Context: an optimization exercise on an open-source flow, tuned for small area. The choices shown serve that exercise and are no tape-out recipe. The RTL was checked by simulation tests, not by an equivalence proof against the original design. Power figures rest on the tool's default switching activity, not on a simulated workload.

## flow/flow/run.sh

```bash
#!/bin/bash
# The standard layout with two changes:
# - the port buffers buffer_ports inserts during global placement are the
#   smallest buffer (sky130_fd_sc_hd__buf_1); every port still gets its buffer;
# - clock tree synthesis adds no dummy load cells on the clock tree's leaves.
# The clock tree settings repeat config.mk's.
set -euo pipefail
export BUFFER_PORTS_ARGS="-buffer_cell sky130_fd_sc_hd__buf_1"
export CTS_ARGS="-sink_clustering_enable -repair_clock_nets -dont_use_dummy_load -sink_clustering_size 10 -sink_clustering_max_diameter 40 -buf_list sky130_fd_sc_hd__clkbuf_4"
bash standard.sh > standard.log 2>&1
```

## flow/standard.sh

```bash
#!/bin/bash
# synth_recipe.tcl (not shown) runs the flow's synth.tcl, then flattens the netlist and writes it again
# the make line also repeats each setting of config.mk as NAME=value (left out here)
make -C /OpenROAD-flow-scripts/flow DESIGN_CONFIG=/design/flow/config.mk WORK_HOME=/design/flow/orfs CLKGATE_MAP_FILE= SYNTH_SCRIPT=/design/flow/synth_recipe.tcl "${@:-finish}"
```

## flow/config.mk

```make
export PLATFORM = sky130hd
export DESIGN_NAME = ddr3_front_end
export DESIGN_NICKNAME = ddr3_front_end
export VERILOG_FILES = /design/flow/design.v
export SDC_FILE = /design/flow/constraint.sdc
export NUM_CORES = 4
export LEC_CHECK = 0
export CAP_MARGIN = 20
export CORE_MARGIN = 2
export CORE_UTILIZATION = 60
export CTS_BUF_LIST = sky130_fd_sc_hd__clkbuf_4
export CTS_CLUSTER_DIAMETER = 40
export CTS_CLUSTER_SIZE = 10
export GPL_TIMING_DRIVEN = 0
export SLEW_MARGIN = 20
export SYNTH_HIERARCHICAL = 1
```

## flow/constraint.sdc

```tcl
create_clock -name core_clock -period 5.0 [get_ports {afi_clk}]
set_input_delay 1.0000 -clock core_clock [delete_from_list [all_inputs] [get_ports {afi_clk}]]
set_output_delay 1.0000 -clock core_clock [all_outputs]
set_load 0.01 [all_outputs]
```

## flow/design.v

```verilog
package ddr3_fe_pkg;
    typedef enum logic [2:0] {
        PROGRAM       = 3'b000,
        SOLID_ISLANDS = 3'b001,
        CORRECTION    = 3'b010,
        DDR3_INIT     = 3'b100,
        DDR3_READ     = 3'b101
    } fe_mode_e;
    typedef enum logic [2:0] {
        S_IDLE   = 3'd0,
        S_INIT   = 3'd1,
        S_HOST   = 3'd2,
        S_FILTER = 3'd3,
        S_DRAIN  = 3'd4
    } seq_state_e;
    localparam int DATA_W_DEF           = 32;
    localparam int ADDR_W_DEF           = 6;
    localparam int MAX_READS_DEF        = 12;  
    localparam int QUEUE_DEPTH_DEF      = 12;  
    localparam int QUEUE_FULL_LEVEL_DEF = 12;  
endpackage
module cmd_queue #(
    parameter int ENTRY_W = 1 + ddr3_fe_pkg::ADDR_W_DEF + ddr3_fe_pkg::DATA_W_DEF,
    parameter int DEPTH   = ddr3_fe_pkg::QUEUE_FULL_LEVEL_DEF
) (
    input  logic               afi_clk,
    input  logic               push,
    input  logic [ENTRY_W-1:0] wentry,
    input  logic [DEPTH-1:0]   sel,
    output logic [ENTRY_W-1:0] head
);
    logic [ENTRY_W-1:0] entries [DEPTH];
    logic [ENTRY_W-1:0] part    [DEPTH/3];
    always_ff @(posedge afi_clk) begin
        if (push) begin
            entries[0] <= wentry;
            for (int i = 1; i < DEPTH; i++) begin
                entries[i] <= entries[i-1];
            end
        end
    end
    for (genvar g = 0; g < DEPTH / 3; g++) begin : g_aoi
        sel_aoi3 #(.W(ENTRY_W)) u_aoi (
            .a0 (entries[3*g]),   .s0 (sel[3*g]),
            .a1 (entries[3*g+1]), .s1 (sel[3*g+1]),
            .a2 (entries[3*g+2]), .s2 (sel[3*g+2]),
            .y_n(part[g])
        );
    end
    sel_nand4 #(.W(ENTRY_W)) u_nand (
        .a(part[0]), .b(part[1]), .c(part[2]), .d(part[3]), .y(head)
    );
endmodule
module sel_aoi3 #(
    parameter int W = 1
) (
    input  logic [W-1:0] a0,
    input  logic         s0,
    input  logic [W-1:0] a1,
    input  logic         s1,
    input  logic [W-1:0] a2,
    input  logic         s2,
    output logic [W-1:0] y_n
);
    assign y_n = ~((a0 & {W{s0}}) | (a1 & {W{s1}}) | (a2 & {W{s2}}));
endmodule
module sel_nand4 #(
    parameter int W = 1
) (
    input  logic [W-1:0] a,
    input  logic [W-1:0] b,
    input  logic [W-1:0] c,
    input  logic [W-1:0] d,
    output logic [W-1:0] y
);
    assign y = ~(a & b & c & d);
endmodule
module ddr3_front_end #(
    parameter int DATA_W           = ddr3_fe_pkg::DATA_W_DEF,
    parameter int ADDR_W           = ddr3_fe_pkg::ADDR_W_DEF,
    parameter int MAX_READS        = ddr3_fe_pkg::MAX_READS_DEF,
    parameter int QUEUE_DEPTH      = ddr3_fe_pkg::QUEUE_DEPTH_DEF,
    parameter int QUEUE_FULL_LEVEL = ddr3_fe_pkg::QUEUE_FULL_LEVEL_DEF
) (
    input  logic                  afi_clk,
    input  logic                  core_rstb,
    input  logic [2:0]            mode,    
    input  logic                  host_rd_req,
    input  logic [ADDR_W-1:0]     host_rd_addr,
    output logic                  host_rd_ready,
    output logic [DATA_W-1:0]     host_rdata,
    output logic                  host_rdata_valid,
    input  logic                  flt_wvalid,
    input  logic                  flt_rvalid,
    input  logic [ADDR_W-1:0]     flt_addr,
    input  logic [DATA_W-1:0]     flt_wdata,
    output logic                  flt_ready,
    output logic [DATA_W-1:0]     flt_rdata,
    output logic                  flt_rdata_valid,
    output logic                  init_done,
    output logic                  avl_burstbegin,
    output logic [ADDR_W-1:0]     avl_addr,
    output logic [DATA_W-1:0]     avl_wdata,
    output logic                  avl_read_req,
    output logic                  avl_write_req,
    input  logic                  avl_ready,
    input  logic                  avl_rdata_valid,
    input  logic [DATA_W-1:0]     avl_rdata
);
    localparam int ENTRY_W = 1 + ADDR_W + DATA_W;  
    localparam int N       = QUEUE_FULL_LEVEL;     
    localparam int FILL_W  = $clog2(N + 1);
    localparam int CNT_W   = $clog2(MAX_READS + 1);
    logic       active;    
    logic       draining;  
    logic [2:0] mode_q;    
    logic       st_init, st_host, st_filter;
    logic       serving_host;
    logic       reads_idle, read_allowed;
    assign serving_host = (mode_q == ddr3_fe_pkg::DDR3_READ);
    assign st_init      = active & (mode_q == ddr3_fe_pkg::DDR3_INIT);
    assign st_host      = active & serving_host;
    assign st_filter    = active & ((mode_q == ddr3_fe_pkg::PROGRAM) |
                                    (mode_q == ddr3_fe_pkg::SOLID_ISLANDS) |
                                    (mode_q == ddr3_fe_pkg::CORRECTION));
    always_ff @(posedge afi_clk or negedge core_rstb) begin
        if (!core_rstb) begin
            active   <= 1'b0;
            draining <= 1'b0;
            mode_q   <= ddr3_fe_pkg::PROGRAM;
        end else if (draining) begin
            if (reads_idle) begin
                draining <= 1'b0;
                active   <= 1'b1;
                mode_q   <= mode;
            end
        end else if (!active || mode != mode_q) begin
            draining <= 1'b1;
            active   <= 1'b0;
        end
    end
    logic [ADDR_W-1:0] sweep_addr;
    logic              sweep_write;
    assign sweep_write = st_init & ~init_done;
    always_ff @(posedge afi_clk or negedge core_rstb) begin
        if (!core_rstb) begin
            init_done <= 1'b0;
        end else if (!st_init) begin
            init_done <= 1'b0;  
        end else if (sweep_write & avl_ready & (sweep_addr == '1)) begin
            init_done <= 1'b1;  
        end
    end
    always_ff @(posedge afi_clk) begin
        if (!st_init) begin
            sweep_addr <= '0;
        end else if (sweep_write & avl_ready) begin
            sweep_addr <= sweep_addr + 1'b1;
        end
    end
    logic [FILL_W-1:0]  fill;
    logic               push, req_take;
    logic [N-1:0]       sel;
    logic [ENTRY_W-1:0] head;
    logic               head_write;
    logic [ADDR_W-1:0]  head_addr;
    logic [DATA_W-1:0]  head_wdata;
    assign flt_ready = (fill < FILL_W'(N));
    assign push      = (flt_wvalid | flt_rvalid) & flt_ready;  
    always_comb begin
        for (int i = 0; i < N; i++) begin
            sel[i] = st_filter & (fill == FILL_W'(i + 1));
        end
    end
    cmd_queue #(.ENTRY_W(ENTRY_W), .DEPTH(N)) u_queue (
        .afi_clk (afi_clk),
        .push    (push),
        .wentry  ({flt_wvalid, flt_addr, flt_wdata}),  
        .sel     (sel),
        .head    (head)
    );
    assign {head_write, head_addr, head_wdata} = head;
    always_ff @(posedge afi_clk or negedge core_rstb) begin
        if (!core_rstb) begin
            fill <= '0;
        end else begin
            case ({push, req_take})
                2'b10:   fill <= fill + 1'b1;
                2'b01:   fill <= fill - 1'b1;
                default: ;
            endcase
        end
    end
    assign avl_write_req  = sweep_write | head_write;
    assign avl_read_req   = ((st_host & host_rd_req) | (st_filter & (fill != '0) & ~head_write)) &
                            read_allowed;
    assign avl_addr       = ({ADDR_W{st_init}} & sweep_addr) |
                            ({ADDR_W{st_host}} & host_rd_addr) | head_addr;
    assign avl_wdata      = head_wdata;  
    assign avl_burstbegin = (avl_read_req | avl_write_req) & avl_ready;
    assign req_take       = st_filter & avl_burstbegin;
    assign host_rd_ready  = st_host & read_allowed & avl_ready;
    logic [CNT_W-1:0]  in_flight;  
    logic [DATA_W-1:0] rdata_q;    
    always_ff @(posedge afi_clk or negedge core_rstb) begin
        if (!core_rstb) begin
            in_flight <= '0;
        end else begin
            case ({avl_read_req & avl_ready, avl_rdata_valid})
                2'b10:   in_flight <= in_flight + 1'b1;
                2'b01:   in_flight <= in_flight - 1'b1;
                default: ;  
            endcase
        end
    end
    assign read_allowed = (in_flight < CNT_W'(MAX_READS));
    assign reads_idle   = (in_flight == '0);
    always_ff @(posedge afi_clk or negedge core_rstb) begin
        if (!core_rstb) begin
            host_rdata_valid <= 1'b0;
            flt_rdata_valid  <= 1'b0;
        end else begin
            host_rdata_valid <= avl_rdata_valid & serving_host;
            flt_rdata_valid  <= avl_rdata_valid & ~serving_host;
        end
    end
    always_ff @(posedge afi_clk) begin
        rdata_q <= avl_rdata;
    end
    assign host_rdata = rdata_q;
    assign flt_rdata  = rdata_q;
endmodule
```

==> flow_metrics.tcl, run 1 <==
set metrics [dict create \
    synth_edf_count 468 \
    cts.sinks 522 \
    htreeDepth 2 \
    numCtsBuffers 61 \
    path_clk_slew_ns 0.10 \
    dpl_worst_slack_ns 0.999 \
    core.rowCount 64 \
    grt_pass1_vias 9537 \
    p_seq_frac 0.683 \
    rsz0062_at_grt "false" \
    ant_nets 0 \
    post_drt_wl_per_cell_um 23.1 \
    numPortBuffers 195 \
    worst_hold_slack_ns 0.335 \
    synthCells 917 \
    synth_ff_type "edfxtp_1" \
    cts_resized 0 \
    regArea_um2 15200 \
    yosys_warnings 11 \
    finalSetupTns_ns 0 \
    chipHeight_um 179 \
    p_sw_mw 3.51 \
    status "timing/DRC/antenna clean" \
    dieArea_um2 32100 \
    cap_violations 0 \
    setup_violations 0 \
    clkPwrFrac 0.149 \
    synthTopCellsByArea "edfxtp_1 76%, a222oi_1 8.5%, dfxtp_1 4.1%, dfrtp_1 2.2%, buf_4 1.5%" \
    max-slew-margin-rel 0.358 \
    multi_input_area_um2 2640 \
    finalMaxSlewViolations 0 \
    total_leakage_power_nw 6.98 \
    antenna_found_initial 1 \
    path_max_fanout 10 \
    endpoint_kind "primary output" \
    avgSynthCellArea_um2 20.1 \
    cts-root-buf "clkbuf_4" \
    power_density_nw_per_um2 591 \
    grt_pass1_wl_um 54400 \
    worstSetupPathType "reg2out" \
    grt_overflow 0 \
    synthDistinctLibCells 42 \
    dp_cells 1522 \
    start_util 0.606 \
    setup_ws_ns 0.363 \
    nFillCells 2113 \
    finalWirelength_um 36700 \
    io_pins 196 \
    timing_hold_violations_final 0 \
    synth_fp_nets 1013 \
    final.min_clock_period_ns 4.64 \
    drt-initial-drc-count 1806 \
    clock_skew_ns 0.0715 \
    final.period_utilization 0.927 \
    synth_largest_area_cell "edfxtp_1" \
    netlist.area_leader.share 0.762 \
    hold_buffers 0 \
    drc_errors 0 \
    postSynth.asyncResetShare 0.0307 \
    core_area_um2 30400 \
    crit_arrival_ns 3.64 \
    routed_via_density 6.42 \
    synthToLayoutAreaGrowth_pct 10.9 \
    timing.fmax_ghz 0.216 \
    power.share.combinational 0.168 \
    synth_area_um2 18400 \
    hp-class "in2reg" \
    finalPower_mw 12.1 \
    p_int_mw 8.57 \
    post_cts_buffers 0 \
    grt_util_all_layers 0.225 \
    ys_seq_elements 522 \
    layout.cells.non_filler 1585 \
    clock_latency_ns 0.75 \
    die_w_um 179 \
    layout-drive-gt1-share 0.116 \
    cts_tree "built" \
    swShare 0.291 \
    critPathLaunchType "flip-flop" \
    dr.pass1.iters 11 \
    max_slew.worst_pin.slew_ns 0.964 \
    finalNetCount 1285 \
    clockBufferDepth 3 \
    grt_max_degree 40 \
    hpwl_um 22300 \
    required_ns 4.00 \
    place_congestion 0.828 \
    num_vias 10200 \
    ys_seq_area_frac 0.825 \
    peakVddDrop_v 0.000290 \
]
[per-stage QoR]
step,cell area (µm²),util
CTS,20400,0.671
global placement,19700,0.647
global route,20400,0.672
detailed placement,20000,0.656
finish,20400,0.672
floorplan,18500,-
[path summary, 6_finish.rpt]
path,slack [ns],from,to,cells after the start
worst max-delay path,0.36,mode_q[0]$_DFFE_PN0P_,avl_read_req,10
worst min-delay path,0.33,avl_rdata[15],rdata_q[15]$_DFF_P_,1
worst max register to register,0.88,mode_q[0]$_DFFE_PN0P_,in_flight[3]$_DFFE_PN0P_,15
worst min register to register,0.42,u_queue.entries[7][3]$_DFFE_PP_,u_queue.entries[8][3]$_DFFE_PP_,0
max in group asynchronous,3.96,core_rstb,in_flight[0]$_DFFE_PN0P_,1
min in group asynchronous,0.37,core_rstb,fill[1]$_DFFE_PN0P_,1
[cell families after synthesis]
kind of cell / count (synthesis) / synth area share
buf+inv: 94 / 0.0320
mux: 5 / 0.00292
fa+ha+maj: 10 / 0.00719
xor+xnor: 15 / 0.00713
compound gates: 179 / 0.0940
simple gates: 92 / 0.0316
flops: 522 / 0.825
[synthesized netlist by cell type (9+ instances only)]
cell / instances
edfxtp_1: 468
a222oi_1: 156
nand4_1: 41
dfxtp_1: 38
buf_4: 36
clkbuf_1: 29
dfrtp_1: 16
buf_6: 12
xor2_1: 11
nor2_1: 10
buf_2: 9
ha_1: 9
nand2_1: 9
[worst max-delay path: stages, from the launching register on]
cell	delay, ns
dfrtp_1	0.48
a211oi_2	0.20
clkbuf_1	0.23
and3_1	0.26
buf_4	0.20
a222oi_1	0.40
nand4_1	0.26
a21oi_1	0.40
a22oi_2	0.16
a21oi_1	0.15
buf_1	0.17
[metal layers]
layer	up-vias	routed length, µm	GRT usage	part of all wire
li1	4508	-	-	-
met1	5113	16200	0.346	0.44
met2	504	16900	0.336	0.46
met3	50	3030	0.0401	0.083
met4	0	581	0.0585	0.016
met5	-	0	0	0
[final cells by class]
type,count,share of cell area
flip-flops and latches,522,0.744
multi-input cells,301,0.129
repair buffers,209,0.0503
plain buffers,86,0.0274
well taps,396,0.0242
clock buffers,61,0.0224
inverters,8,0.00165
diodes,2,0.000245
[registers in the layout, summed over array words and instances (netlist names)]
signal            cells
rdata_q              32
sweep_addr            6
host_rdata_valid      1
draining              1
flt_rdata_valid       1
u_queue.entries     468
mode_q                3
fill                  4
in_flight             4
active                1
init_done             1
[placed cells by master (no fill, tap or decap), drive strengths merged, types with 2 or more instances in the layout]
cell type and n:
mux2 3, nor3 2, xnor2 4, nor2b 3, dfrtp 16, dfxtp 38, a21oi 5, nand3 3
a31oi 2, clkbuf 90, buf 266, xor2 11, and4 2, and2 2, diode 2, nor2 11
a222oi 156, ha 9, and3 5, o21ai 5, and4b 8, mux2i 2, a221o 6, nand4 41
inv 7, nand2 9, edfxtp 468
[power groups by stage]
stage	Clock [mW]	Combinational (mW)	Sequential [mW]
global route	2.05	2.24	8.45
CTS	1.88	2.06	8.22
detailed placement	0	2.06	8.28
finish	1.80	2.03	8.25
global placement	0	1.66	7.96
floorplan	0	1.23	8.33
==> run 2: changes to the inputs <==
--- a/flow/config.mk
+++ b/flow/config.mk
@@ -8,9 +8,8 @@
 export CAP_MARGIN = 20
 export CORE_MARGIN = 2
-export CORE_UTILIZATION = 60
+export CORE_UTILIZATION = 70
 export CTS_BUF_LIST = sky130_fd_sc_hd__clkbuf_4
 export CTS_CLUSTER_DIAMETER = 40
 export CTS_CLUSTER_SIZE = 10
-export GPL_TIMING_DRIVEN = 0
 export SLEW_MARGIN = 20
 export SYNTH_HIERARCHICAL = 1
==> run 2 against run 1 <==
  * Still clean
  * Die area fell by 14%
  * First-iteration DRC count increased by 14%
  * Critical path depth is 3 lower
  * Sequential share of layout area increased by 2.3 points
  * Design area down 3.1%
  * Synthesized cell count unchanged
  * Count of clock-buffer cells in the layout fell by 1
  * Flip-flop and latch count stayed put
  * Global-route usage grew 4.0 points
  * Critical path type unchanged
==> flow_metrics.tcl, run 2 <==
set metrics [dict create \
    synth_ff_type "edfxtp_1" \
    netlist.area_leader.share 0.762 \
    finalWirelength_um 37200 \
    max_slew.worst_pin.slew_ns 0.934 \
    final_area_um2 19800 \
    nFillCells 1509 \
    clock_latency_ns 0.73 \
    io_pins 196 \
    worst_hold_slack_ns 0.355 \
    dpl_cell_area_um2 19300 \
    max-slew-margin-rel 0.377 \
    drc_errors 0 \
    ant_nets 0 \
    clock_skew_ns 0.0945 \
    synthDistinctLibCells 42 \
    layout.cells.non_filler 1454 \
    grt_overflow 0 \
    place_congestion 0.801 \
    grt_pass1_wl_um 56600 \
    cts.sinks 522 \
    post_cts_buffers 0 \
    core.rowCount 59 \
    synthToLayoutAreaGrowth_pct 7.47 \
    rsz0062_at_grt "false" \
    hp-class "in2reg" \
    synthTopCellsByArea "edfxtp_1 76%, a222oi_1 8.5%, dfxtp_1 4.1%, dfrtp_1 2.2%, buf_4 1.5%" \
    power_density_nw_per_um2 606 \
    hpwl_um 21700 \
    final.period_utilization 0.947 \
    dp_cells 1392 \
    finalMaxSlewViolations 0 \
    top_regs "u_queue.entries: 468 flops, rdata_q: 32 flops, sweep_addr: 6 flops" \
    timing_hold_violations_final 0 \
    critPathLaunchType "flip-flop" \
    grt_util_all_layers 0.265 \
    synth_fp_nets 1013 \
    final.min_clock_period_ns 4.74 \
    core_area_um2 26000 \
    setup_violations 0 \
    path_clk_slew_ns 0.10 \
    total_leakage_power_nw 6.70 \
    clkPwrFrac 0.148 \
    avgSynthCellArea_um2 20.1 \
    synth_largest_area_cell "edfxtp_1" \
    timing.fmax_ghz 0.211 \
    layout-drive-gt1-share 0.0886 \
    synthCells 917 \
    peakVddDrop_v 0.000363 \
    synth_area_um2 18400 \
    drt-initial-drc-count 2063 \
    dieArea_um2 27700 \
    p_seq_frac 0.696 \
    largest_reg_flops 468 \
    crit_arrival_ns 3.74 \
    power.share.combinational 0.156 \
    path_max_fanout 17 \
    numPortBuffers 195 \
    synth_edf_count 468 \
    grt_max_degree 85 \
    ys_seq_elements 522 \
    p_int_mw 8.45 \
    yosys_warnings 11 \
    p_sw_mw 3.55 \
    status "timing/DRC/antenna clean" \
    clockBufferDepth 3 \
    antenna_found_initial 1 \
    synth.most_common_cell "edfxtp_1" \
    numCtsBuffers 60 \
    post_drt_wl_per_cell_um 25.6 \
    cts_tree "built" \
    ys_seq_area_frac 0.825 \
    grt_pass1_vias 9920 \
    cts-root-buf "clkbuf_4" \
    cap_violations 0 \
    endpoint_kind "primary output" \
    start_util 0.710 \
    largest-register "u_queue.entries" \
    required_ns 4.00 \
    post-route-util 0.762 \
    worstSetupPathType "reg2out" \
    ys_top_cells_by_count "468 x edfxtp_1, 156 x a222oi_1, 41 x nand4_1" \
    final_common_cell "edfxtp_1" \
    finalSetupTns_ns 0 \
    num_vias 10300 \
    finalNetCount 1216 \
    swShare 0.296 \
    chipHeight_um 166 \
    routed_via_density 7.09 \
    die_w_um 166 \
    postSynth.asyncResetShare 0.0307 \
    htreeDepth 2 \
    dr.pass1.iters 10 \
    layout_common_cells "468 x edfxtp_1, 195 x buf_1, 156 x a222oi_1, 60 x clkbuf_4, 41 x nand4_1" \
]
==> run 2: cell type report <==
cell class / instances / area, µm² / area share
diodes: 1 / 2.50 / 0.000126
well taps: 335 / 419 / 0.0212
multi-input cells: 301 / 2650 / 0.134
clock buffers: 60 / 450 / 0.0227
flip-flops and latches: 522 / 15200 / 0.768
repair buffers: 227 / 1050 / 0.0529
inverters: 8 / 33.8 / 0.00171
==> run 2: stage by stage <==
stage / total power [mW] / setup slack (ns)
3_5_place_dp: 10.2 / 0.920
5_1_grt: 12.6 / 0.0952
2_1_floorplan: 9.56 / -3.58
3_3_place_gp: 10.1 / 1.08
4_1_cts: 12.0 / 0.218
6_report: 12.0 / 0.264
==> run 2: cell families after synthesis <==
group | Yosys count | share of synthesized area
AND/OR/NAND/NOR | 92 | 0.0316
buffers and inverters | 94 | 0.0320
multiplexers | 5 | 0.00292
AO/OA/AOI/OAI | 179 | 0.0940
adder cells (fa/ha/maj) | 10 | 0.00719
XOR/XNOR | 15 | 0.00713
flip-flops | 522 | 0.825
==> run 2: power groups by stage <==
| stage | registers (mW) | logic, mW | clock network [mW] |
|---|---|---|---|
| 6_report | 8.35 | 1.87 | 1.78 |
| 5_1_grt | 8.53 | 2.04 | 1.99 |
| 4_1_cts | 8.32 | 1.87 | 1.84 |
| 3_5_place_dp | 8.36 | 1.87 | 0 |
| 3_3_place_gp | 8.30 | 1.83 | 0 |
| 2_1_floorplan | 8.33 | 1.23 | 0 |
==> run 2: final timing paths <==
kind	from	end	slack, ns	depth (start not counted)
setup / recovery	mode_q[1]$_DFFE_PN0P_	avl_addr[4]	0.26	7
hold / removal	avl_rdata[24]	rdata_q[24]$_DFF_P_	0.35	1
setup reg to reg	mode_q[1]$_DFFE_PN0P_	in_flight[3]$_DFFE_PN0P_	0.89	13
hold reg to reg	u_queue.entries[10][0]$_DFFE_PP_	u_queue.entries[11][0]$_DFFE_PP_	0.43	0
max in group asynchronous	core_rstb	in_flight[3]$_DFFE_PN0P_	3.98	1
min in group asynchronous	core_rstb	fill[1]$_DFFE_PN0P_	0.37	1
==> run 2: what timing repair did <==
action                                  CTS  global route
endpoints found under the setup margin    0             1
gates resized for setup                   0             1
hold buffers                              0             0
==> run 2: critical path, cell delays in order, from the launching register on <==
cell      delay, ns
dfrtp_1        0.45
a211oi_2       0.66
and4b_1        0.93
buf_4          0.37
a222oi_1       0.11
nand4_1        0.23
a221o_1        0.14
buf_1          0.15
==> run 2: metal layers <==
layer	vias up	part of all wire	track usage
met1	5112	0.41	0.417
met5	-	0	0
met2	751	0.45	0.390
met4	0	0.022	0.0750
met3	71	0.12	0.0503
li1	4379	-	-
==> run 3: changes to the inputs <==
--- a/flow/config.mk
+++ b/flow/config.mk
@@ -8,5 +8,5 @@
 export CAP_MARGIN = 20
 export CORE_MARGIN = 2
-export CORE_UTILIZATION = 70
+export CORE_UTILIZATION = 60
 export CTS_BUF_LIST = sky130_fd_sc_hd__clkbuf_4
 export CTS_CLUSTER_DIAMETER = 40
==> run 3 against run 2 <==
  * Wire length shrank 1.1%
  * Die area grew 16%
  * Fmax grew 3.8%
  * Still clean on timing, DRC and antenna
  * Synthesized area is the same
  * Utilization shrank 11 points
  * Total power grew 0.11%
  * Via count shrank 2.6%
  * Combinational power shrank 3%
  * Count of clock-buffer cells in the layout grew 7
  * Flip-flop and latch count is the same
==> flow_metrics.tcl, run 3 <==
set metrics [dict create \
    ys_seq_elements 522 \
    num_vias 10000 \
    grt_pass1_wl_um 55000 \
    synth_simple_gate_area_frac 0.0316 \
    synth_top_family_by_area "compound AO/OA/AOI/OAI gates" \
    ff2ff_path_depth 14 \
    final.min_clock_period_ns 4.56 \
    yosys.area_share.adder 0.00719 \
    timing_hold_violations_final 0 \
    hold_depth 1 \
    htreeDepth 3 \
    peakVddDrop_v 0.000425 \
    hold_buffers 0 \
    endpoint_kind "primary output" \
    die_w_um 179 \
    holdCritStartpoint "avl_rdata[2]" \
    synthDistinctLibCells 42 \
    finalPower_mw 12.0 \
    nFillCells 2087 \
    final.period_utilization 0.912 \
    path_clk_slew_ns 0.10 \
    status "timing/DRC/antenna clean" \
    synthCells 917 \
    crit_arrival_ns 3.56 \
    synth_compound_area_frac 0.0940 \
    r2r_slack_ns 1.01 \
    dpl_worst_slack_ns 1.07 \
    io_pins 196 \
    core_area_um2 30400 \
    post_cts_buffers 0 \
    synth.most_common_cell "edfxtp_1" \
    path_max_fanout 22 \
    start_util 0.606 \
    synth_mux_area_frac 0.00292 \
    synth_fp_nets 1013 \
    finalNetCount 1214 \
    largest-register "u_queue.entries" \
    core.rowCount 64 \
    netlist.area_leader.share 0.762 \
    layout_common_cells "468 x edfxtp_1, 195 x buf_1, 156 x a222oi_1, 67 x clkbuf_4, 41 x nand4_1" \
    synth_ff_type "edfxtp_1" \
    dieArea_um2 32100 \
    synth_area_um2 18400 \
    dr.pass1.iters 9 \
    grt_overflow 0 \
    drc_errors 0 \
    ant_nets 0 \
    grt_pass1_vias 9534 \
    hold_end "rdata_q[2]$_DFF_P_" \
    clockBufferDepth 3 \
    drt-initial-drc-count 1784 \
    hp-class "in2reg" \
    setup_ws_ns 0.439 \
    numPortBuffers 195 \
    critPathLaunch "active$_DFFE_PN0P_" \
    rsz0062_at_grt "false" \
    cap_violations 0 \
    postSynth.asyncResetShare 0.0307 \
    cts_tree "built" \
    top_regs "u_queue.entries: 468 flops, rdata_q: 32 flops, sweep_addr: 6 flops" \
    grt_util_all_layers 0.228 \
    chipHeight_um 179 \
    antenna_found_initial 1 \
    r2r-end "in_flight[3]$_DFFE_PN0P_" \
    synth_edf_count 468 \
    critPathLaunchType "flip-flop" \
    max_slew.worst_pin.slew_ns 0.939 \
    ys_top_cells_by_count "468 x edfxtp_1, 156 x a222oi_1, 41 x nand4_1" \
    avgSynthCellArea_um2 20.1 \
    place_congestion 0.797 \
    worstSetupPathType "reg2out" \
    finalSetupTns_ns 0 \
    post-route-util 0.654 \
    largest_reg_flops 468 \
    hpwl_um 20500 \
    total_leakage_power_nw 6.68 \
    max-slew-margin-rel 0.374 \
    routed_via_density 6.64 \
    cts.sinks 522 \
    yosys.area_share.xor_xnor 0.00713 \
    final_common_cell "edfxtp_1" \
    numCtsBuffers 67 \
    finalWirelength_um 36800 \
    post_drt_wl_per_cell_um 24.3 \
    layout-drive-gt1-share 0.0914 \
    required_ns 4.00 \
    synthToLayoutAreaGrowth_pct 7.89 \
    clock_skew_ns 0.0840 \
    ys_seq_area_frac 0.825 \
    yosys_warnings 11 \
    power_density_nw_per_um2 604 \
    grt_max_degree 220 \
    synth_largest_area_cell "edfxtp_1" \
    setup_violations 0 \
    timing.fmax_ghz 0.219 \
    finalMaxSlewViolations 0 \
    cts-root-buf "clkbuf_4" \
    synthTopCellsByArea "edfxtp_1 76%, a222oi_1 8.5%, dfxtp_1 4.1%, dfrtp_1 2.2%, buf_4 1.5%" \
    clock_latency_ns 0.70 \
    cts_resized 0 \
    r2r-start "active$_DFFE_PN0P_" \
]
[run 3: cell types whose count changed in the layout (fill, tap and decap cells not counted)]
cell / before / now
buf_4: 26 / 17
and4b_2: 1 / 3
and4b_1: 7 / 5
and3_2: 0 / 3
diode_2: 1 / 2
and3_1: 5 / 2
buf_12: 6 / 5
buf_16: 0 / 1
clkbuf_4: 60 / 67
[run 3: worst max-delay path: stages (launching register included)]
cell	delay, ns
dfrtp_1	0.41
inv_1	0.10
a211oi_2	0.62
and4b_2	0.80
a222oi_1	0.21
nand4_1	0.17
a21oi_1	0.10
a22oi_2	0.24
o21ai_1	0.10
buf_1	0.14
[run 3: cells by family after synthesis]
| logic type | after synthesis |
|---|---|
| compound gates | 179 |
| xor+xnor | 15 |
| fa+ha+maj | 10 |
| buf+inv | 94 |
| flops | 522 |
| mux | 5 |
| simple gates | 92 |
[run 3: area by class of cell]
cell class / instances / area [µm²] / share of cell area
flip-flops and latches: 522 / 15200 / 0.765
multi-input cells: 301 / 2650 / 0.133
repair buffers: 218 / 987 / 0.0496
clock buffers: 67 / 503 / 0.0253
well taps: 396 / 495 / 0.0249
inverters: 8 / 33.8 / 0.00170
diodes: 2 / 5.00 / 0.000252
[run 3: through the flow]
step / hold WS, ns / instance area (µm²) / std cells
2_1_floorplan: 0.426 / 18500 / 917
4_1_cts: 0.297 / 19900 / 1511
3_5_place_dp: 0.432 / 19400 / 1444
6_report: 0.387 / 19900 / 1514
5_1_grt: 0.309 / 19900 / 1514
3_3_place_gp: 0.426 / 19400 / 1444
[run 3: per-layer routing]
layer,track usage,part of all wire
met1,0.354,0.44
met2,0.325,0.44
met3,0.0460,0.091
met4,0.0793,0.022
met5,0,0
[run 3: how the worst max path moves through the flow]
stage	slack, ns	end
finish	0.44	avl_burstbegin
CTS	0.42	avl_burstbegin
global route	0.22	avl_addr[3]
detailed placement	1.07	in_flight[3]$_DFFE_PN0P_
global placement	1.30	avl_wdata[11]
floorplan	-3.58	u_queue.entries[0][0]$_DFFE_PP_
[run 3: power by group]
part           switching (mW)  internal, mW  total [mW]
clock                    1.27         0.621        1.89
combinational            1.27         0.544        1.81
sequential              0.979          7.33        8.31
==> run 4: changes to the inputs <==
--- a/flow/flow/run.sh
+++ b/flow/flow/run.sh
@@ -4,7 +4,9 @@
 #   smallest buffer (sky130_fd_sc_hd__buf_1); every port still gets its buffer;
 # - clock tree synthesis adds no dummy load cells on the clock tree's leaves.
+# - after global routing, non-critical cells are downsized (RECOVER_POWER).
 # The clock tree settings repeat config.mk's.
 set -euo pipefail
 export BUFFER_PORTS_ARGS="-buffer_cell sky130_fd_sc_hd__buf_1"
 export CTS_ARGS="-sink_clustering_enable -repair_clock_nets -dont_use_dummy_load -sink_clustering_size 10 -sink_clustering_max_diameter 40 -buf_list sky130_fd_sc_hd__clkbuf_4"
+export RECOVER_POWER=100
 bash standard.sh > standard.log 2>&1
==> run 4 against run 3 <==
  * The layout now fails its checks (max-capacitance violations, max-slew violations)
  * Largest cell class unchanged
  * Sequential power grew 0.6%
  * Global-route usage is the same
  * Die area is the same
  * Setup slack lost 0.063 ns
  * Design area shrank 0.30%
  * Final cell count is the same
==> flow_metrics.tcl, run 4 <==
set metrics [dict create \
    largest_reg_flops 468 \
    path_max_fanout 18 \
    start_util 0.606 \
    check.faults "max-capacitance violations, max-slew violations" \
    grt_pass1_vias 9534 \
    hold_depth 1 \
    worst_hold_slack_ns 0.385 \
    hold_end "rdata_q[2]$_DFF_P_" \
    p_seq_frac 0.696 \
    synth_fp_nets 1013 \
    post_cts_buffers 0 \
    max-slew-margin-rel -0.537 \
    synthDistinctLibCells 42 \
    cts_tree "built" \
    synth_edf_count 468 \
    regArea_um2 15200 \
    timing.fmax_ghz 0.216 \
    hp-class "in2reg" \
    r2r-end "in_flight[3]$_DFFE_PN0P_" \
    core_area_um2 30400 \
    hpwl_um 20500 \
    grt_pass1_wl_um 55000 \
    cts-root-buf "clkbuf_4" \
    dieArea_um2 32100 \
    setup_violations 0 \
    netlist.area_leader.share 0.762 \
    dpl_worst_slack_ns 1.07 \
    clkPwrFrac 0.157 \
    finalNetCount 1214 \
    path_clk_slew_ns 0.10 \
    place_congestion 0.797 \
    final_common_cell "edfxtp_1" \
    clock_latency_ns 0.70 \
    cap_violations 3 \
    power_density_nw_per_um2 606 \
    status "complete, but fails checks" \
    io_pins 196 \
    ys_top_cells_by_count "468 x edfxtp_1, 156 x a222oi_1, 41 x nand4_1" \
    grt_max_degree 220 \
    core.rowCount 64 \
    p_int_mw 8.52 \
    synthToLayoutAreaGrowth_pct 7.57 \
    ys_seq_elements 522 \
    numCtsBuffers 67 \
    p_sw_mw 3.50 \
    top_regs "u_queue.entries: 468 flops, rdata_q: 32 flops, sweep_addr: 6 flops" \
    synth.most_common_cell "edfxtp_1" \
    critPathLaunchType "flip-flop" \
    layout-drive-gt1-share 0.0887 \
    hold_buffers 0 \
    finalMaxSlewViolations 337 \
    die_w_um 179 \
    cts.sinks 522 \
    holdCritStartpoint "avl_rdata[2]" \
    worstSetupPathType "reg2out" \
    setup_ws_ns 0.376 \
    power.share.combinational 0.147 \
    final.period_utilization 0.925 \
    synth_ff_type "edfxtp_1" \
    finalWirelength_um 36700 \
    synth_largest_area_cell "edfxtp_1" \
    drt-initial-drc-count 1778 \
    htreeDepth 3 \
    rsz0062_at_grt "false" \
    chipHeight_um 179 \
    dr.pass1.iters 8 \
    grt_util_all_layers 0.228 \
    r2r_slack_ns 1.01 \
    cts_resized 0 \
    final.min_clock_period_ns 4.62 \
    clockBufferDepth 3 \
    synthCells 917 \
    yosys_warnings 11 \
    clock_skew_ns 0.0878 \
    postSynth.asyncResetShare 0.0307 \
    r2r-start "active$_DFFE_PN0P_" \
    ys_seq_area_frac 0.825 \
    drc_errors 0 \
    ant_nets 0 \
    layout.cells.non_filler 1514 \
    required_ns 4.00 \
    timing_hold_violations_final 0 \
    routed_via_density 6.63 \
    synthTopCellsByArea "edfxtp_1 76%, a222oi_1 8.5%, dfxtp_1 4.1%, dfrtp_1 2.2%, buf_4 1.5%" \
    grt_overflow 0 \
    max_slew.worst_pin.slew_ns 2.31 \
    synth_area_um2 18400 \
    num_vias 10000 \
    ff2ff_path_depth 14 \
    peakVddDrop_v 0.000393 \
    swShare 0.291 \
    endpoint_kind "primary output" \
    antenna_found_initial 1 \
    avgSynthCellArea_um2 20.1 \
    crit_arrival_ns 3.62 \
    largest-register "u_queue.entries" \
    multi_input_area_um2 2630 \
    nFillCells 2098 \
    dp_cells 1444 \
    total_leakage_power_nw 6.66 \
    post_drt_wl_per_cell_um 24.3 \
    numPortBuffers 195 \
    layout_common_cells "468 x edfxtp_1, 194 x buf_1, 156 x a222oi_1, 68 x clkbuf_4, 41 x nand4_1" \
]
## run 4: cell counts after synthesis
Identical to the previous run, type by type.
## run 4: power groups by stage
stage               clock network, mW  logic (mW)  registers [mW]
global placement                    0        1.79            8.29
global route                     2.13        1.96            8.56
floorplan                           0        1.23            8.33
CTS                              1.98        1.81            8.29
detailed placement                  0        1.81            8.34
finish                           1.89        1.77            8.36
## run 4: routing by layer
metal | vias to the layer above | share of wire | GRT usage
met5 | - | 0 | 0
met4 | 0 | 0.023 | 0.0793
met2 | 611 | 0.44 | 0.325
li1 | 4367 | - | -
met1 | 4992 | 0.43 | 0.354
met3 | 64 | 0.099 | 0.0460
## run 4: area by class of cell
cell class | instances | area share
well taps | 396 | 0.0250
clock buffers | 67 | 0.0254
multi-input cells | 301 | 0.132
flip-flops and latches | 522 | 0.767
inverters | 8 | 0.00170
diodes | 2 | 0.000252
repair buffers | 218 | 0.0480
## run 4: per-stage QoR
step	power (mW)	TNS, ns	cell area (µm²)	utilization
finish	12.0	0	19800	0.652
global route	12.6	0	19800	0.652
CTS	12.1	0	19900	0.653
detailed placement	10.2	0	19400	0.636
global placement	10.1	0	19400	0.636
floorplan	9.56	-1675.28	18500	-
## run 4: how the worst max path moves through the flow
stage / from / endpoint / cells past startpoint
4_1_cts: active$_DFFE_PN0P_ / avl_burstbegin / 9
3_5_place_dp: active$_DFFE_PN0P_ / in_flight[3]$_DFFE_PN0P_ / 14
5_1_grt: active$_DFFE_PN0P_ / avl_wdata[11] / 8
3_3_place_gp: mode_q[1]$_DFFE_PN0P_ / avl_wdata[11] / 7
6_report: active$_DFFE_PN0P_ / avl_wdata[11] / 8
2_1_floorplan: flt_rvalid / u_queue.entries[0][0]$_DFFE_PP_ / 2
## run 4: cells by family after synthesis
kind of cell             Yosys count  share of synthesized area
AND/OR/NAND/NOR                   92                     0.0316
XOR/XNOR                          15                    0.00713
AO/OA/AOI/OAI                    179                     0.0940
flip-flops                       522                      0.825
buffers and inverters             94                     0.0320
adder cells (fa/ha/maj)           10                    0.00719
multiplexers                       5                    0.00292
## run 4: worst max-delay path, cell delays in order (launching register included)
cell	delay, ns
dfrtp_1	0.41
inv_1	0.10
a211oi_2	0.60
and4b_1	0.73
buf_12	0.26
clkbuf_2	0.37
a222oi_1	0.16
nand4_1	0.17
buf_1	0.17
==> run 5: changes to the inputs <==
==> flow/flow/run.sh (replaced) <==
#!/bin/bash
# The standard layout with two changes:
# - the port buffers buffer_ports inserts during global placement are the
#   smallest buffer (sky130_fd_sc_hd__buf_1); every port still gets its buffer;
# - clock tree synthesis adds no dummy load cells on the clock tree's leaves.
# The clock tree settings repeat config.mk's.
set -euo pipefail
export BUFFER_PORTS_ARGS="-buffer_cell sky130_fd_sc_hd__buf_1"
export CTS_ARGS="-sink_clustering_enable -repair_clock_nets -dont_use_dummy_load -sink_clustering_size 12 -sink_clustering_max_diameter 35 -buf_list sky130_fd_sc_hd__clkbuf_4"
bash standard.sh > standard.log 2>&1
--- a/flow/config.mk
+++ b/flow/config.mk
@@ -6,10 +6,11 @@
 export NUM_CORES = 4
 export LEC_CHECK = 0
-export CAP_MARGIN = 20
+export CAP_MARGIN = 5
 export CORE_MARGIN = 2
 export CORE_UTILIZATION = 60
 export CTS_BUF_LIST = sky130_fd_sc_hd__clkbuf_4
-export CTS_CLUSTER_DIAMETER = 40
-export CTS_CLUSTER_SIZE = 10
-export SLEW_MARGIN = 20
+export CTS_CLUSTER_DIAMETER = 35
+export CTS_CLUSTER_SIZE = 12
+export GPL_TIMING_DRIVEN = 0
+export SLEW_MARGIN = 5
 export SYNTH_HIERARCHICAL = 1
==> run 5 against run 4 <==
  * Now clean on timing, DRC and antenna
  * Clock skew decreased by 0.00096 ns
  * Utilization grew 2.1 points
  * Count of clock-buffer cells in the layout is 7 higher
  * Combinational power is 12% higher
  * Non-clock buffer count grew 75
  * Final cell count is 5.4% higher
  * Global-route usage fell by 0.24 points
  * Register-to-register slack lost 0.20 ns
  * Sequential power is 1% lower
  * Clock power is 4% higher
  * Total power up 1.6%
  * Critical endpoint is now avl_burstbegin
  * Largest power group unchanged
  * Highest routed layer unchanged
==> flow_metrics.tcl, run 5 <==
set metrics [dict create \
    setup_violations 0 \
    power_density_nw_per_um2 596 \
    hold_buffers 0 \
    crit_cells 10 \
    finalNetCount 1296 \
    core.rowCount 64 \
    cts_tree "built" \
    max_slew.worst_pin.slew_ns 1.01 \
    synth_area_um2 18400 \
    synth.most_common_cell "edfxtp_1" \
    cap_violations 0 \
    dpl_worst_slack_ns 0.997 \
    cts-root-buf "clkbuf_4" \
    layout.cells.non_filler 1595 \
    critPathLaunchType "flip-flop" \
    num_vias 10200 \
    postSynth.asyncResetShare 0.0307 \
    total_leakage_power_nw 7.01 \
    dieArea_um2 32100 \
    post_cts_buffers 0 \
    io_pins 196 \
    synth_ff_type "edfxtp_1" \
    grt_util_all_layers 0.226 \
    cts_resized 0 \
    dr.pass1.iters 9 \
    path_clk_slew_ns 0.11 \
    core_area_um2 30400 \
    clockBufferDepth 3 \
    synthTopCellsByArea "edfxtp_1 76%, a222oi_1 8.5%, dfxtp_1 4.1%, dfrtp_1 2.2%, buf_4 1.5%" \
    crit_path_max_incr_delay_ns 0.47 \
    place_congestion 0.828 \
    largest_reg_flops 468 \
    critPathSlowestCell "dfrtp_1" \
    timing_hold_violations_final 0 \
    p_seq_frac 0.676 \
    synthCells 917 \
    top_regs "u_queue.entries: 468 flops, rdata_q: 32 flops, sweep_addr: 6 flops" \
    layout-drive-gt1-share 0.124 \
    finalMaxSlewViolations 0 \
    p_int_mw 8.66 \
    die_w_um 179 \
    finalWirelength_um 36700 \
    crit_arrival_ns 3.65 \
    synth_simple_gate_area_frac 0.0316 \
    swShare 0.290 \
    crit_family "compound AO/OA/AOI/OAI gates" \
    worstSetupPathType "reg2out" \
    numPortBuffers 195 \
    final_common_cell "edfxtp_1" \
    r2r_slack_ns 0.81 \
    yosys.area_share.adder 0.00719 \
    avgSynthCellArea_um2 20.1 \
    synthToLayoutAreaGrowth_pct 11.1 \
    clkPwrFrac 0.161 \
    synth_mux_area_frac 0.00292 \
    antenna_found_initial 1 \
    synth_fp_nets 1013 \
    path_max_fanout 10 \
    synth_top_family_by_area "compound AO/OA/AOI/OAI gates" \
    rsz0062_at_grt "false" \
    endpoint_kind "primary output" \
    largest-register "u_queue.entries" \
    drt-initial-drc-count 1580 \
    hold_depth 1 \
    power.share.combinational 0.163 \
    synth_largest_area_cell "edfxtp_1" \
    yosys.area_share.xor_xnor 0.00713 \
    ant_nets 0 \
    grt_pass1_wl_um 54300 \
    synth_edf_count 468 \
    ys_top_cells_by_count "468 x edfxtp_1, 156 x a222oi_1, 41 x nand4_1" \
    peakVddDrop_v 0.000286 \
    setup_ws_ns 0.352 \
    grt_pass1_vias 9687 \
    yosys_warnings 11 \
    numCtsBuffers 74 \
    layout_common_cells "468 x edfxtp_1, 195 x buf_1, 156 x a222oi_1, 74 x clkbuf_4, 41 x nand4_1" \
    hp-class "in2reg" \
    grt_max_degree 46 \
    chipHeight_um 179 \
    hpwl_um 22000 \
    synthDistinctLibCells 42 \
    dp_cells 1520 \
    final.period_utilization 0.930 \
    grt_overflow 0 \
    synth_compound_area_frac 0.0940 \
    cts.sinks 522 \
    clock_skew_ns 0.0868 \
    drc_errors 0 \
    routed_via_density 6.42 \
    cp_cell_sequence "a211oi_2 > clkbuf_1 > and3_1 > buf_4 > a222oi_1 > nand4_1 > a21oi_1 > a22oi_2 > o21ai_1 > buf_1" \
    start_util 0.606 \
    status "timing/DRC/antenna clean" \
    clock_latency_ns 0.73 \
    ys_seq_elements 522 \
    htreeDepth 3 \
    ys_seq_area_frac 0.825 \
    required_ns 4.00 \
    path_buf_inv 3 \
    finalPower_mw 12.2 \
    final.min_clock_period_ns 4.65 \
    netlist.area_leader.share 0.762 \
    p_sw_mw 3.54 \
    post-route-util 0.673 \
    timing.fmax_ghz 0.215 \
    max-slew-margin-rel 0.325 \
    ff2ff_path_depth 15 \
    post_drt_wl_per_cell_um 23.0 \
]
## run 5: changes by cell type in the layout (fill, tap and decap cells not counted), moves of 3 or more
cell and delta:
clkbuf_1 +28, buf_4 +22, buf_6 +12, buf_12 +9, buf_2 +9, clkbuf_4 +6
clkbuf_2 -4, and3_1 +3, and3_2 -3, and4b_1 +3, and4b_2 -3
## run 5: layer usage
layer / routed length, µm / share of wire / vias up / track usage
met2: 16800 / 0.46 / 588 / 0.338
met4: 710 / 0.019 / 0 / 0.0766
met5: 0 / 0 / - / 0
met1: 15800 / 0.43 / 5055 / 0.337
li1: - / - / 4539 / -
met3: 3370 / 0.092 / 64 / 0.0428
## run 5: power by group through the flow
stage | Sequential [mW] | Combinational, mW | Clock, mW
after CTS | 8.22 | 2.01 | 2.05
final | 8.25 | 1.99 | 1.96
after global placement | 7.96 | 1.66 | 0
after global routing | 8.46 | 2.19 | 2.20
after floorplan | 8.33 | 1.23 | 0
after detailed placement | 8.27 | 2.02 | 0
## run 5: worst paths after layout
kind,startpoint,endpoint
worst max-delay path,mode_q[0]$_DFFE_PN0P_,avl_burstbegin
worst min-delay path,avl_rdata[2],rdata_q[2]$_DFF_P_
worst max register to register,mode_q[0]$_DFFE_PN0P_,in_flight[3]$_DFFE_PN0P_
worst min register to register,u_queue.entries[9][26]$_DFFE_PP_,u_queue.entries[10][26]$_DFFE_PP_
max in group asynchronous,core_rstb,in_flight[1]$_DFFE_PN0P_
min in group asynchronous,core_rstb,mode_q[0]$_DFFE_PN0P_
## run 5: stage by stage
step / hold slack (ns) / instance area (µm²) / TNS, ns
2_1_floorplan: 0.426 / 18500 / -1675.28
3_3_place_gp: 0.427 / 19700 / -2948.05
3_5_place_dp: 0.432 / 19900 / 0
4_1_cts: 0.279 / 20500 / 0
5_1_grt: 0.315 / 20500 / 0
6_report: 0.358 / 20500 / 0
## run 5: kinds of logic after synthesis
| family | count (synthesis) |
|---|---|
| AOI/OAI and AO/OA | 179 |
| xor gates and xnor gates | 15 |
| adders and majority gates | 10 |
| buffers and inverters | 94 |
| DFF | 522 |
| muxes | 5 |
| and+or+nand+nor | 92 |
## run 5: cell type report
type,instances,area [µm²]
Tap cell,396,495
Antenna cell,1,2.50
Multi-Input combinational cell,301,2640
Buffer,86,559
Inverter,8,33.8
Sequential cell,522,15200
Clock buffer,74,556
Timing Repair Buffer,207,972
Fill cell,2083,9950
## run 5: worst reg2reg max path, stage by stage, from the launching register on
cell and delay (ns):
dfrtp_1 0.47, a211oi_2 0.20, clkbuf_1 0.23, and3_1 0.26, buf_4 0.21, a222oi_1 0.40
nand4_1 0.29, a21oi_1 0.42, a22oi_2 0.16, or2_1 0.24, ha_1 0.22, ha_1 0.33
a21oi_1 0.18, a21oi_1 0.09, nor3_1 0.20, xor2_1 0.16
==> run 6: changes to the inputs <==
--- a/flow/design.v
+++ b/flow/design.v
@@ -185,9 +185,5 @@
             fill <= '0;
         end else begin
-            case ({push, req_take})
-                2'b10:   fill <= fill + 1'b1;
-                2'b01:   fill <= fill - 1'b1;
-                default: ;
-            endcase
+            fill <= fill + {{(FILL_W-1){req_take & ~push}}, push ^ req_take};
         end
     end
@@ -203,13 +199,12 @@
     logic [CNT_W-1:0]  in_flight;  
     logic [DATA_W-1:0] rdata_q;    
+    logic              read_accepted;
+    assign read_accepted = avl_read_req & avl_ready;
     always_ff @(posedge afi_clk or negedge core_rstb) begin
         if (!core_rstb) begin
             in_flight <= '0;
         end else begin
-            case ({avl_read_req & avl_ready, avl_rdata_valid})
-                2'b10:   in_flight <= in_flight + 1'b1;
-                2'b01:   in_flight <= in_flight - 1'b1;
-                default: ;  
-            endcase
+            in_flight <= in_flight + {{(CNT_W-1){avl_rdata_valid & ~read_accepted}},
+                                      read_accepted ^ avl_rdata_valid};
         end
     end
--- a/flow/flow/run.sh
+++ b/flow/flow/run.sh
@@ -7,4 +7,4 @@
 set -euo pipefail
 export BUFFER_PORTS_ARGS="-buffer_cell sky130_fd_sc_hd__buf_1"
-export CTS_ARGS="-sink_clustering_enable -repair_clock_nets -dont_use_dummy_load -sink_clustering_size 12 -sink_clustering_max_diameter 35 -buf_list sky130_fd_sc_hd__clkbuf_4"
+export CTS_ARGS="-sink_clustering_enable -repair_clock_nets -dont_use_dummy_load -sink_clustering_size 10 -sink_clustering_max_diameter 40 -buf_list sky130_fd_sc_hd__clkbuf_4"
 bash standard.sh > standard.log 2>&1
==> flow/config.mk (replaced) <==
export PLATFORM = sky130hd
export DESIGN_NAME = ddr3_front_end
export DESIGN_NICKNAME = ddr3_front_end
export VERILOG_FILES = /design/flow/design.v
export SDC_FILE = /design/flow/constraint.sdc
export NUM_CORES = 4
export LEC_CHECK = 0
export CAP_MARGIN = 20
export CORE_MARGIN = 2
export CORE_UTILIZATION = 60
export CTS_BUF_LIST = sky130_fd_sc_hd__clkbuf_4
export CTS_CLUSTER_DIAMETER = 40
export CTS_CLUSTER_SIZE = 10
export SLEW_MARGIN = 20
export SYNTH_HIERARCHICAL = 1
==> run 6 against run 5 <==
  * First-iteration DRC count up 9.0%
  * Total power down 0.34%
  * Clock skew down 0.013 ns
  * Sequential share of layout area up 2.3 points
  * Global-route usage up 0.21 points
  * Final cell count down 5.3%
  * Setup slack worse by 0.045 ns
  * Fmax down 0.96%
  * Register-to-register slack better by 0.28 ns
  * Highest routed layer unchanged
==> flow_metrics.tcl, run 6 <==
set metrics [dict create \
    grt_pass1_wl_um 55000 \
    max_slew.worst_pin.slew_ns 0.939 \
    htreeDepth 2 \
    hold_buffers 0 \
    grt_pass1_vias 9263 \
    synthToLayoutAreaGrowth_pct 7.92 \
    final.period_utilization 0.939 \
    ys_top_cells_by_count "468 x edfxtp_1, 156 x a222oi_1, 42 x nand4_1" \
    crit_path_max_incr_delay_ns 0.52 \
    grt_use_met3 0.0367 \
    rsz0062_at_grt "false" \
    grt_util_all_layers 0.228 \
    netlist.area_leader.share 0.764 \
    ys_seq_elements 522 \
    setup_violations 0 \
    critPathSlowestCell "a211oi_2" \
    use_met2 0.320 \
    grtUsageMet1 0.371 \
    cts-root-buf "clkbuf_4" \
    cp_cell_sequence "a211oi_2 > nand3b_1 > nor2_4 > buf_4 > a222oi_1 > nand4_1 > a221o_1 > buf_1" \
    ant_nets 0 \
    busiest_layer "met1" \
    synthTopCellsByArea "edfxtp_1 76%, a222oi_1 8.5%, dfxtp_1 4.1%, dfrtp_1 2.2%, buf_4 1.5%" \
    grt_max_degree 199 \
    core.rowCount 64 \
    layout_common_cells "468 x edfxtp_1, 195 x buf_1, 156 x a222oi_1, 61 x clkbuf_4, 42 x nand4_1" \
    nFillCells 2088 \
    post_drt_wl_per_cell_um 24.6 \
    synth_fp_nets 1010 \
    postSynth.asyncResetShare 0.0307 \
    cts.sinks 522 \
    cap_violations 0 \
    clock_latency_ns 0.76 \
    final_common_cell "edfxtp_1" \
    largest-register "u_queue.entries" \
    hp-class "in2reg" \
    critPathLaunchType "flip-flop" \
    yosys_warnings 11 \
    path_max_fanout 26 \
    timing.fmax_ghz 0.213 \
    hpwl_um 21600 \
    clock_skew_ns 0.0734 \
    ys_seq_area_frac 0.827 \
    finalMaxSlewViolations 0 \
    core_area_um2 30400 \
    synth_edf_count 468 \
    largest_reg_flops 468 \
    die_w_um 179 \
    cts_resized 0 \
    finalWirelength_um 37100 \
    grt_overflow 0 \
    num_vias 10000 \
    finalSetupTns_ns 0 \
    final.min_clock_period_ns 4.69 \
    dr.pass1.iters 9 \
    synthDistinctLibCells 43 \
    clockBufferDepth 3 \
    status "timing/DRC/antenna clean" \
    cts_tree "built" \
    chipHeight_um 179 \
    synth.most_common_cell "edfxtp_1" \
    layout-drive-gt1-share 0.0988 \
    drt-initial-drc-count 1722 \
    synthCells 913 \
    place_congestion 0.794 \
    path_clk_slew_ns 0.10 \
    endpoint_kind "primary output" \
    total_leakage_power_nw 6.64 \
    crit_arrival_ns 3.69 \
    avgSynthCellArea_um2 20.1 \
    drc_errors 0 \
    synth_largest_area_cell "edfxtp_1" \
    worstSetupPathType "reg2out" \
    io_pins 196 \
    peakVddDrop_v 0.000388 \
    max-slew-margin-rel 0.374 \
    post-route-util 0.652 \
    start_util 0.605 \
    dieArea_um2 32100 \
    synth_area_um2 18400 \
    numCtsBuffers 61 \
    timing_hold_violations_final 0 \
    numPortBuffers 195 \
    required_ns 4.00 \
    finalNetCount 1212 \
    routed_via_density 6.64 \
    top_regs "u_queue.entries: 468 flops, rdata_q: 32 flops, sweep_addr: 6 flops" \
    synth_ff_type "edfxtp_1" \
    power_density_nw_per_um2 613 \
    antenna_found_initial 1 \
    post_cts_buffers 0 \
]
==> run 6: routing by layer <==
layer  vias to the layer above  part of all wire
met5                         -                 0
met4                         0             0.023
met3                        68             0.090
met2                       532              0.44
met1                      5089              0.45
li1                       4344                 -
==> run 6: final timing paths <==
kind | from | to | slack, ns | cells past startpoint
worst min-delay path | avl_rdata[13] | rdata_q[13]$_DFF_P_ | 0.34 | 1
worst max register to register | mode_q[1]$_DFFE_PN0P_ | fill[2]$_DFF_PN0_ | 1.09 | 15
min in group asynchronous | core_rstb | mode_q[0]$_DFFE_PN0P_ | 0.40 | 1
worst min register to register | u_queue.entries[0][15]$_DFFE_PP_ | u_queue.entries[1][15]$_DFFE_PP_ | 0.41 | 0
worst max-delay path | mode_q[1]$_DFFE_PN0P_ | avl_addr[2] | 0.31 | 8
max in group asynchronous | core_rstb | init_done$_DFFE_PN0P_ | 4.00 | 1
==> run 6: critical path, delay by kind of cell (launching register included) <==
family | cells | cell delay (ns)
compound gates | 3 | 0.82
buf+inv | 2 | 0.59
flops | 1 | 0.48
simple gates | 3 | 1.08
==> run 6: power by group <==
| group | internal (mW) | switching, mW |
|---|---|---|
| Combinational | 0.571 | 1.39 |
| Sequential | 7.40 | 1.00 |
| Clock | 0.558 | 1.25 |
==> run 6: logic make-up (layout without fill, tap and decap cells) <==
logic type / after synthesis / count (layout) / synth area share
flops: 522 / 522 / 0.827
mux: 4 / 4 / 0.00299
compound gates: 178 / 178 / 0.0945
simple gates: 88 / 88 / 0.0279
xor+xnor: 14 / 14 / 0.00667
other cells: 0 / 1 / 0
fa+ha+maj: 11 / 11 / 0.00830
buf+inv: 96 / 296 / 0.0326
==> run 6: cell type report <==
class	instances	area, µm²	area share
Antenna cell	1	2.50	0.000126
Multi-Input combinational cell	295	2660	0.134
Timing Repair Buffer	222	960	0.0483
Clock buffer	61	458	0.0231
Inverter	13	65.1	0.00328
Sequential cell	522	15200	0.766
Tap cell	396	495	0.0250
==> run 6: stage by stage <==
stage	power, mW	hold slack (ns)	setup WS [ns]	instances	area [µm²]
after CTS	12.3	0.241	0.242	1509	19900
after global placement	10.4	0.428	1.14	1448	19400
after floorplan	9.49	0.426	0.404	913	18400
after global routing	12.8	0.272	0.101	1510	19900
final	12.2	0.336	0.307	1510	19900
after detailed placement	10.4	0.432	1.08	1448	19400
==> run 7: changes to the inputs <==
--- a/flow/config.mk
+++ b/flow/config.mk
@@ -12,4 +12,5 @@
 export CTS_CLUSTER_DIAMETER = 40
 export CTS_CLUSTER_SIZE = 10
+export PLACE_DENSITY = 0.8
 export SLEW_MARGIN = 20
 export SYNTH_HIERARCHICAL = 1
==> run 7 against run 6 <==
  * Sequential share of layout area rose by 0.072 points
  * Worst hold slack improved by 0.025 ns
  * Critical path type unchanged
  * Die area did not move
  * Utilization fell by 0.062 points
  * Count of clock-buffer cells in the layout rose by 7
  * First-iteration DRC count rose by 15%
  * Fmax fell by 2.1%
  * Clock power rose by 4%
  * Wire length rose by 1.7%
  * Synthesized cell count did not move
  * Still clean
  * Sequential power rose by 1%
  * Clock skew fell by 0.0017 ns
==> flow_metrics.tcl, run 7 <==
set metrics [dict create \
    grt_util_all_layers 0.234 \
    ff2ff_path_depth 15 \
    chipHeight_um 179 \
    critPathSlowestCell "a211oi_2" \
    timing_hold_violations_final 0 \
    total_leakage_power_nw 6.62 \
    synth_largest_area_cell "edfxtp_1" \
    start_util 0.605 \
    path_max_fanout 39 \
    grt_max_degree 240 \
    finalMaxSlewViolations 0 \
    nFillCells 2012 \
    rsz0062_at_grt "false" \
    ys_top_cells_by_count "468 x edfxtp_1, 156 x a222oi_1, 42 x nand4_1" \
    final.min_clock_period_ns 4.80 \
    status "timing/DRC/antenna clean" \
    avgSynthCellArea_um2 20.1 \
    r2r-end "in_flight[1]$_DFF_PN0_" \
    finalNetCount 1211 \
    hold_end "rdata_q[28]$_DFF_P_" \
    clock_latency_ns 0.73 \
    final_area_um2 19800 \
    grt_overflow 0 \
    clockBufferDepth 3 \
    power_density_nw_per_um2 622 \
    hold_depth 1 \
    setup_violations 0 \
    max-slew-margin-rel 0.209 \
    dr.pass1.iters 8 \
    hold_buffers 0 \
    cts.sinks 522 \
    holdCritStartpoint "avl_rdata[28]" \
    yosys_warnings 11 \
    ys_seq_elements 522 \
    crit_path_max_incr_delay_ns 0.49 \
    cts_resized 0 \
    synth.most_common_cell "edfxtp_1" \
    worst_hold_slack_ns 0.361 \
    cp_cell_sequence "a211oi_2 > nand3b_1 > nor3_2 > buf_4 > a222oi_1 > nand4_1 > o21bai_1 > nand2_1 > o21ai_1 > buf_1" \
    grt_pass1_wl_um 56400 \
    timing.fmax_ghz 0.209 \
    layout-drive-gt1-share 0.0989 \
    hp-class "in2reg" \
    synth_area_um2 18400 \
    synthTopCellsByArea "edfxtp_1 76%, a222oi_1 8.5%, dfxtp_1 4.1%, dfrtp_1 2.2%, buf_4 1.5%" \
    layout_common_cells "468 x edfxtp_1, 195 x buf_1, 156 x a222oi_1, 68 x clkbuf_4, 42 x nand4_1" \
    r2r-start "mode_q[1]$_DFFE_PN0P_" \
    crit_arrival_ns 3.80 \
    worstSetupPathType "reg2out" \
    routed_via_density 6.89 \
    path_clk_slew_ns 0.10 \
    clock_skew_ns 0.0717 \
    finalWirelength_um 37800 \
    dpl_cell_area_um2 19300 \
    endpoint_kind "primary output" \
    top_regs "u_queue.entries: 468 flops, rdata_q: 32 flops, sweep_addr: 6 flops" \
    post_cts_buffers 0 \
    max_slew.worst_pin.slew_ns 1.19 \
    largest-register "u_queue.entries" \
    crit_family "compound AO/OA/AOI/OAI gates" \
    numCtsBuffers 68 \
    core_area_um2 30400 \
    grt_pass1_vias 9909 \
    cap_violations 0 \
    synthCells 913 \
    hpwl_um 22700 \
    dieArea_um2 32100 \
    synth_edf_count 468 \
    place_congestion 0.788 \
    drc_errors 0 \
    io_pins 196 \
    finalSetupTns_ns 0 \
    post_drt_wl_per_cell_um 25.0 \
    synth_fp_nets 1010 \
    ant_nets 0 \
    num_vias 10400 \
    synth_ff_type "edfxtp_1" \
    final.period_utilization 0.959 \
    r2r_slack_ns 0.91 \
    cts_tree "built" \
    largest_reg_flops 468 \
    ys_seq_area_frac 0.827 \
    postSynth.asyncResetShare 0.0307 \
    final_common_cell "edfxtp_1" \
    antenna_found_initial 1 \
    die_w_um 179 \
    cts-root-buf "clkbuf_4" \
    core.rowCount 64 \
    synthDistinctLibCells 43 \
    numPortBuffers 195 \
    path_buf_inv 2 \
    htreeDepth 3 \
    synthToLayoutAreaGrowth_pct 7.82 \
    peakVddDrop_v 0.000408 \
    drt-initial-drc-count 1985 \
    critPathLaunchType "flip-flop" \
    required_ns 4.00 \
    netlist.area_leader.share 0.764 \
]
run 7: cell type report:
cell class / instances / area [µm²] / share of cell area
Sequential cell: 522 / 15200 / 0.767
Multi-Input combinational cell: 295 / 2660 / 0.134
Timing Repair Buffer: 214 / 887 / 0.0447
Clock buffer: 68 / 510 / 0.0257
Tap cell: 396 / 495 / 0.0250
Inverter: 13 / 65.1 / 0.00328
Antenna cell: 1 / 2.50 / 0.000126
run 7: worst max path at each step:
stage	startpoint	end	slack (ns)	cells past startpoint
after detailed placement	mode_q[1]$_DFFE_PN0P_	fill[2]$_DFF_PN0_	1.02	15
after global routing	mode_q[1]$_DFFE_PN0P_	avl_burstbegin	0.09	10
after global placement	mode_q[1]$_DFFE_PN0P_	fill[1]$_DFF_PN0_	1.19	15
after CTS	mode_q[1]$_DFFE_PN0P_	avl_burstbegin	0.27	10
final	mode_q[1]$_DFFE_PN0P_	avl_burstbegin	0.20	10
after floorplan	flt_rvalid	u_queue.entries[0][0]$_DFFE_PP_	0.40	2
run 7: per-stage QoR:
stage               power (mW)  utilization  setup slack, ns  instances
floorplan                 9.49            -            0.404        913
global placement          10.3        0.635             1.19       1440
detailed placement        10.5        0.635             1.02       1440
CTS                       12.4        0.652            0.274       1508
global route              12.9        0.652           0.0883       1509
finish                    12.3        0.652            0.204       1509
run 7: worst register-to-register path, stage by stage, from the launching register on:
cell	delay, ns
dfrtp_1	0.48
a211oi_2	0.49
nand3b_1	0.38
nor3_2	0.20
buf_4	0.47
a222oi_1	0.25
nand4_1	0.20
a21oi_1	0.10
a22oi_2	0.23
or2_1	0.13
ha_1	0.22
inv_1	0.06
ha_1	0.15
inv_1	0.06
fa_1	0.50
inv_1	0.04
run 7: logic make-up after synthesis:
group | count (synthesis) | synth area share
mux | 4 | 0.00299
simple gates | 88 | 0.0279
compound gates | 178 | 0.0945
flops | 522 | 0.827
xor+xnor | 14 | 0.00667
buf+inv | 96 | 0.0326
fa+ha+maj | 11 | 0.00830
run 7: where the power goes:
part | internal (mW) | total (mW) | switching, mW | leakage (nW)
sequential | 7.43 | 8.50 | 1.07 | 5.14
combinational | 0.552 | 1.96 | 1.41 | 1.16
clock | 0.628 | 1.89 | 1.26 | 0.313
total | 8.61 | 12.3 | 3.74 | 6.62
run 7: metal layers:
metal,track usage,vias up,share of wire
li1,-,4341,-
met1,0.342,5120,0.39
met2,0.340,832,0.44
met3,0.0553,106,0.13
met4,0.101,0,0.036
met5,0,-,0

re-timing with driven ports:
No port has a modelled driver above. Below, the same layouts with a new extraction and two added sets of constraints.
Step 1 (the two cells are an assumption about what drives the block):
set clk [get_ports {afi_clk}]
set_driving_cell -lib_cell sky130_fd_sc_hd__clkbuf_16 $clk
set_driving_cell -lib_cell sky130_fd_sc_hd__buf_2 [delete_from_list [all_inputs] $clk]
Step 2 moves the port delays by t, midway between the first and last clock arrival at a register: inputs arrive t later, outputs are due t later. That takes back most of the time a late clock gives input paths.
Three values: no drivers, after step 1, after step 2; two values: the first two.
run | t (ns) | setup slack, ns | worst setup path after step 2
run 1 | 0.764 | 0.363 / 0.315 / 0.878 | register to register
run 2 | 0.728 | 0.264 / 0.219 / 0.889 | register to register
run 3 | 0.709 | 0.439 / 0.391 / 1.011 | register to register
run 4 | 0.711 | 0.376 / 0.328 / 0.858 | input to register
run 5 | 0.737 | 0.352 / 0.305 / 0.811 | register to register
run 6 | 0.762 | 0.307 / 0.262 / 1.025 | register to output
run 7 | 0.722 | 0.204 / 0.160 / 0.881 | register to output
